Background: an optimization exercise with open tools, aiming at small area and a short achievable clock period. Do not read the settings as production practice. Where RTL was checked, it was by simulation tests only, not by an equivalence proof against the original. No activity file was given, so power comes from the tool's default toggle rates.

Setup of job 1452:
## dacSubsystem
module dacSubsystem (
  input  logic             ck933,
  input  logic             rstN,
  input  logic             nCs,
  input  logic             nWe,
  input  logic             nRd,
  input  hostBusPkg::addrT addr,
  input  hostBusPkg::dataT wrData,
  output hostBusPkg::dataT rdData,
  input  dspPkg::sampleT   sample0,
  input  dspPkg::sampleT   sample1,
  input  dspPkg::sampleT   sample2,
  input  logic             sampleEn0,
  input  logic             sampleEn1,
  input  logic             sampleEn2,
  output logic             sclk,
  output logic             dacNCs0,
  output logic             dacNCs1,
  output logic             dacNCs2,
  output logic             sdioOut,
  output logic             sdioOe,
  input  logic             sdioIn,
  output dspPkg::dacWordT  dacWord0,
  output dspPkg::dacWordT  dacWord1,
  output dspPkg::dacWordT  dacWord2,
  output logic             dacRst,
  output logic             bsyncNLock,
  output logic             demodNLock
);
clock: 6.0 ns
lec_check: 0
abc_area: 1
cap_margin: 20
core_margin: 2
core_utilization: 40
setup_slack_margin: 3.3
slew_margin: 20
run.sh (not shown) runs the stock make flow with config.mk's settings and CLKGATE_MAP_FILE= SYNTH_SCRIPT=/design/flow/synth_recipe.tcl, a recipe that flattens the netlist after the stock synthesis.
Job 1452 closes out successfully: all stages finished, all timing, DRC and antenna checks passed.
Relative to job 1452, the following input files were edited for job 5060:
Settings: TNS_END_PERCENT now 10, previously not set; SETUP_SLACK_MARGIN now 2.8, was 3.3.
- Job 5060 ran to completion and came out clean on the timing, design-rule and antenna checks.
- Job 1452 completed every stage of the flow, and the final layout passed the timing, design-rule and antenna checks.
- [job 5060] static leakage fell 8.4% relative to job 1452
- Looking at initial antenna violation count across job 1452 and job 5060, the one that comes out lower is job 5060.
- Going from job 1452 to job 5060, total power shows a reduction of 0.58 mW; depth of the most critical reg-to-reg path shows an increase of 2.
diff inputs: job 5060 => job 4972
Settings: removing TNS_END_PERCENT (formerly 10); removing ABC_AREA (formerly 1).
Notes after the runs:
On synthesized cell count: between job 4972 and job 5060, it ends up higher for job 5060.
When job 4972 is set beside job 5060, its compound-cell area share of the yosys netlist turns out to be 0.91 points smaller.
Diff job 5060..job 4972 | final worst hold slack | negligible
Number of distinct library cells after synthesis in job 4972 is 49% above job 5060.
Of job 4972 and job 5060, the lower final standard cell area without fillers belongs to job 5060.
As of job 4972, register area had risen slightly compared to job 5060.
Switching share of power in job 4972 is 1.6 points lower than in job 5060
Against job 5060, job 4972 reports a row count that is lower.
What job 1332 does differently from job 4972 at the input level:
Settings: ABC_AREA newly set to 1.
==> summary.txt <==
Summary of job 1332 over job 4972: sequential portion of the cell area moved up, final area -about 5%.
Comparing area growth from synthesis to layout for job 1332 and job 4972, the bigger number came from job 4972.
Job 1332 ended up with a higher largest stage delay on the critical path than job 4972 did.
Job 1332 reached the final stage; the timing, design-rule and antenna checks on its layout passed.
Looking at share of total power in sequential cells, job 1332 sits 0.3 points lower than job 4972 does.
Job 1332 ended with less total routing resource utilization after global routing than job 4972.
The run with more setup slack is job 1332; job 4972 has less.
Higher worst reg2reg path depth was reported by job 4972, not job 1332.
In the tables for job 1332 and job 4972, worst supply voltage drop on vdd reads lower with job 1332.
Looking at internal power of the cells, job 1332 sits below job 4972.
No functional check of the RTL was part of any run of this note.


dacSubsystem, a different RTL version from the one above (not shown whole).
Size: about 3,500 cells after synthesis, roughly 370 flip-flops, about 160 I/O pins, roughly 0.023 mm^2 of cells after synthesis.
export LEC_CHECK = 0
export ABC_AREA = 1
export CAP_MARGIN = 20
export CORE_MARGIN = 2
export CORE_UTILIZATION = 55
export PLACE_DENSITY = 0.7
export SETUP_SLACK_MARGIN = 3.5
export SLEW_MARGIN = 20
create_clock -name core_clock -period 6.0 [get_ports {ck933}]
standard.sh (not shown) runs the stock make flow with config.mk's settings and CLKGATE_MAP_FILE= SYNTH_SCRIPT=/design/flow/synth_recipe.tcl, a recipe that flattens the netlist after the stock synthesis.
==> flow/flow/run.sh <==
#!/bin/bash
# Standard synthesis without the full/half-adder cell mapping (registers are unchanged), then
# the standard layout; the resizer may pick any cell of the same function (not only one with
# the same footprint), and the port buffers are plain buffers.
set -euo pipefail
bash standard.sh ADDER_MAP_FILE= synth > synth.log 2>&1
bash standard.sh ADDER_MAP_FILE= MATCH_CELL_FOOTPRINT=0 "BUFFER_PORTS_ARGS=-buffer_cell sky130_fd_sc_hd__buf_1" finish > layout.log 2>&1
Then changed:
CORE_UTILIZATION = 40   (was 55)
CTS_CLUSTER_DIAMETER = 80   (was default)
CTS_CLUSTER_SIZE = 22   (was default)
PLACE_DENSITY = default   (was 0.7)
Result:
- The changed run passed the timing, design-rule and antenna checks
- sequential share of layout area came out higher by 0.59 points
- setup slack is worse by 14 ps
- critical path depth stays the same
- die area rises by about 37%
Then changed:
ABC_AREA = default   (was 1)
Result: Global-route usage rose by 0.54 points. Hold slack improved by 5.9 ps. Design area increases by 7.4%.
Then changed:
ABC_AREA = 1   (was default)
CORE_UTILIZATION = 55   (was 40)
PLACE_DENSITY = 0.7   (was default)
Worst setup slack improved by 1100 ps.
Design area fell by 7.9%.
Final cell count goes up by 15%.
Register-to-register slack is better by 1300 ps.
Maximum frequency rises by 45%.
Clock power drops by about 6%.


dacSubsystem, a different RTL version from the one above (not shown whole).
For scale: roughly 2900 cells after synthesis, roughly 160 I/O pins.
Settings: LEC_CHECK=0, ABC_AREA=1, CAP_MARGIN=20, CORE_MARGIN=2, CORE_UTILIZATION=40, SETUP_SLACK_MARGIN=3.0, SLEW_MARGIN=20; clock period 6.0 ns.
run.sh (not shown) runs the stock make flow with config.mk's settings and CLKGATE_MAP_FILE= SYNTH_SCRIPT=/design/flow/synth_recipe.tcl, a recipe that flattens the netlist after the stock synthesis.
Stock flow here: none of the scripts above is used.
The baseline produced a clean layout.
Rerun with:
SETUP_SLACK_MARGIN = 2.8   (was 3.0)
Outcome: The new run ran to the end with no violations. Non-clock buffer count is lower by 13. Total power falls by about 1.7%. Clock-buffer cell count drops by 3. Cell count goes down by 0.54%. Worst hold slack barely changes. First-iteration DRC count fell by about 7%.
Function was not checked in any run of this note: the RTL went through the layout flow alone.


Another version of the RTL of dacSubsystem (not shown whole).
Size in the first run: roughly 370 flip-flops, about 160 I/O pins, roughly 23000 sq um of cells after synthesis.
clock: 6.0 ns
lec_check: 0
abc_area: 1
cap_margin: 20
core_margin: 2
core_utilization: 40
setup_slack_margin: 3.7
slew_margin: 20
standard.sh (not shown) runs the stock make flow with config.mk's settings and CLKGATE_MAP_FILE= SYNTH_SCRIPT=/design/flow/synth_recipe.tcl, a recipe that flattens the netlist after the stock synthesis.
Scripts as last shown in full above: flow/flow/run.sh
The starting point completed without violations.
Then changed:
- SETUP_SLACK_MARGIN: 3.7 -> 2.8
Outcome: Synthesized cell count stays the same. Final area decreases by roughly a tenth. Fmax shrinks by about a fifth. Combinational power went down by about a fifth.
Then changed:
==> flow/flow/run.sh (replaced) <==
#!/bin/bash
# Standard synthesis and layout; the resizer may pick any cell of the same function
# (not only one with the same footprint), and the port buffers are plain buffers.
set -euo pipefail
bash standard.sh synth > synth.log 2>&1
bash standard.sh MATCH_CELL_FOOTPRINT=0 "BUFFER_PORTS_ARGS=-buffer_cell sky130_fd_sc_hd__buf_1" finish > layout.log 2>&1
Result: The new run completed with no timing, DRC or antenna violations. Register-to-register slack degrades by 0.26 ns. Clock skew came out lower by 0.010 ns. Sequential power barely changes. Worst hold slack improves by 0.028 ns. Routed wire length came out lower by 5.0%. Global-route usage came out lower by 0.96 points.
Then changed:
==> flow/flow/run.sh (replaced) <==
#!/bin/bash
# Standard synthesis without the full/half-adder cell mapping (registers are unchanged), then
# the standard layout; the resizer may pick any cell of the same function (not only one with
# the same footprint), and the port buffers are plain buffers.
set -euo pipefail
bash standard.sh ADDER_MAP_FILE= synth > synth.log 2>&1
bash standard.sh ADDER_MAP_FILE= MATCH_CELL_FOOTPRINT=0 "BUFFER_PORTS_ARGS=-buffer_cell sky130_fd_sc_hd__buf_1" finish > layout.log 2>&1
- SETUP_SLACK_MARGIN: 2.8 -> 3.3
Synthesized cell count grows by 22%.
Wire length grows by 7.2%.
Design area grows by 0.31%.
Clock power stays flat.
Worst hold slack degrades by 0.026 ns.
Clock skew grows by 0.0066 ns.
Via count grows by 12%.
Non-clock buffer count shrinks by 25.
Setup slack improves by 0.41 ns.
Then changed:
==> flow/run.sh (new file) <==
#!/bin/bash
# synth_recipe.tcl (not shown) runs the flow's synth.tcl, then flattens the netlist and writes it again
# the make line also repeats each setting of config.mk as NAME=value (left out here)
make -C /OpenROAD-flow-scripts/flow DESIGN_CONFIG=/design/flow/config.mk WORK_HOME=/design/flow/orfs CLKGATE_MAP_FILE= SYNTH_SCRIPT=/design/flow/synth_recipe.tcl finish
- SETUP_SLACK_MARGIN: 3.3 -> 2.8
removed: flow/flow/run.sh
removed: flow/standard.sh
What happened: Worst hold slack improves by 0.028 ns. Synthesized cell count goes down by about a fifth. Utilization is higher by 3.3 points. Sequential power barely changes.

[what the ideal ports hide]
In the flow no input, the clock included, has a driving cell. The finished layouts below were timed again as built, in two steps. Step 1 sets driving cells, clkbuf_16 on the clock port and buf_2 on the other inputs (assumed; they add their load-dependent delay and slew). Step 2 times the ports against the registers' clock, not the clock port: input delays grow and output delays shrink by t, the midpoint of the rising clock arrivals with the driver on. a / b / c = no drivers / after step 1 / after step 2; a / b = the first two.
| run | shift t [ns] | setup slack, ns | worst setup path at the end |
|---|---|---|---|
| job 1452 | 0.639 | 2.984 / 3.000 / 2.362 | input to register |
| job 5060 | 0.629 | 2.791 / 2.825 / 2.195 | input to register |
| job 4972 | 0.629 | 2.539 / 2.539 / 2.085 | input to register |
| job 1332 | 0.632 | 2.890 / 2.923 / 2.291 | input to register |
| the first run of note 2 | 0.633 | 3.454 / 3.471 / 2.839 | input to register |
| the second run of note 2 | 0.633 | 3.439 / 3.471 / 2.837 | input to register |
| the third run of note 2 | 0.643 | 2.299 / 2.308 / 1.676 | input to register |
| the fourth run of note 2 | 0.649 | 3.440 / 3.464 / 2.815 | input to register |
| the first run of note 3 | 0.647 | 2.790 / 2.790 / 2.451 | input to register |
| the second run of note 3 | 0.633 | 2.706 / 2.706 / 2.264 | input to register |
| the first run of note 4 | 0.651 | 3.554 / 3.491 / 3.005 | input to register |
| the second run of note 4 | 0.628 | 2.850 / 2.885 / 2.257 | input to register |
| the third run of note 4 | 0.617 | 2.937 / 2.937 / 2.392 | input to register |
| the fourth run of note 4 | 0.641 | 3.346 / 3.383 / 2.742 | input to register |
| the fifth run of note 4 | 0.636 | 2.805 / 2.840 / 2.204 | input to register |
After both steps setup and hold are still met in every run listed. For the fourth run of note 2, which loses most, drivers alone change the setup slack by +0.024 ns; drivers and shift together by -0.625 ns.
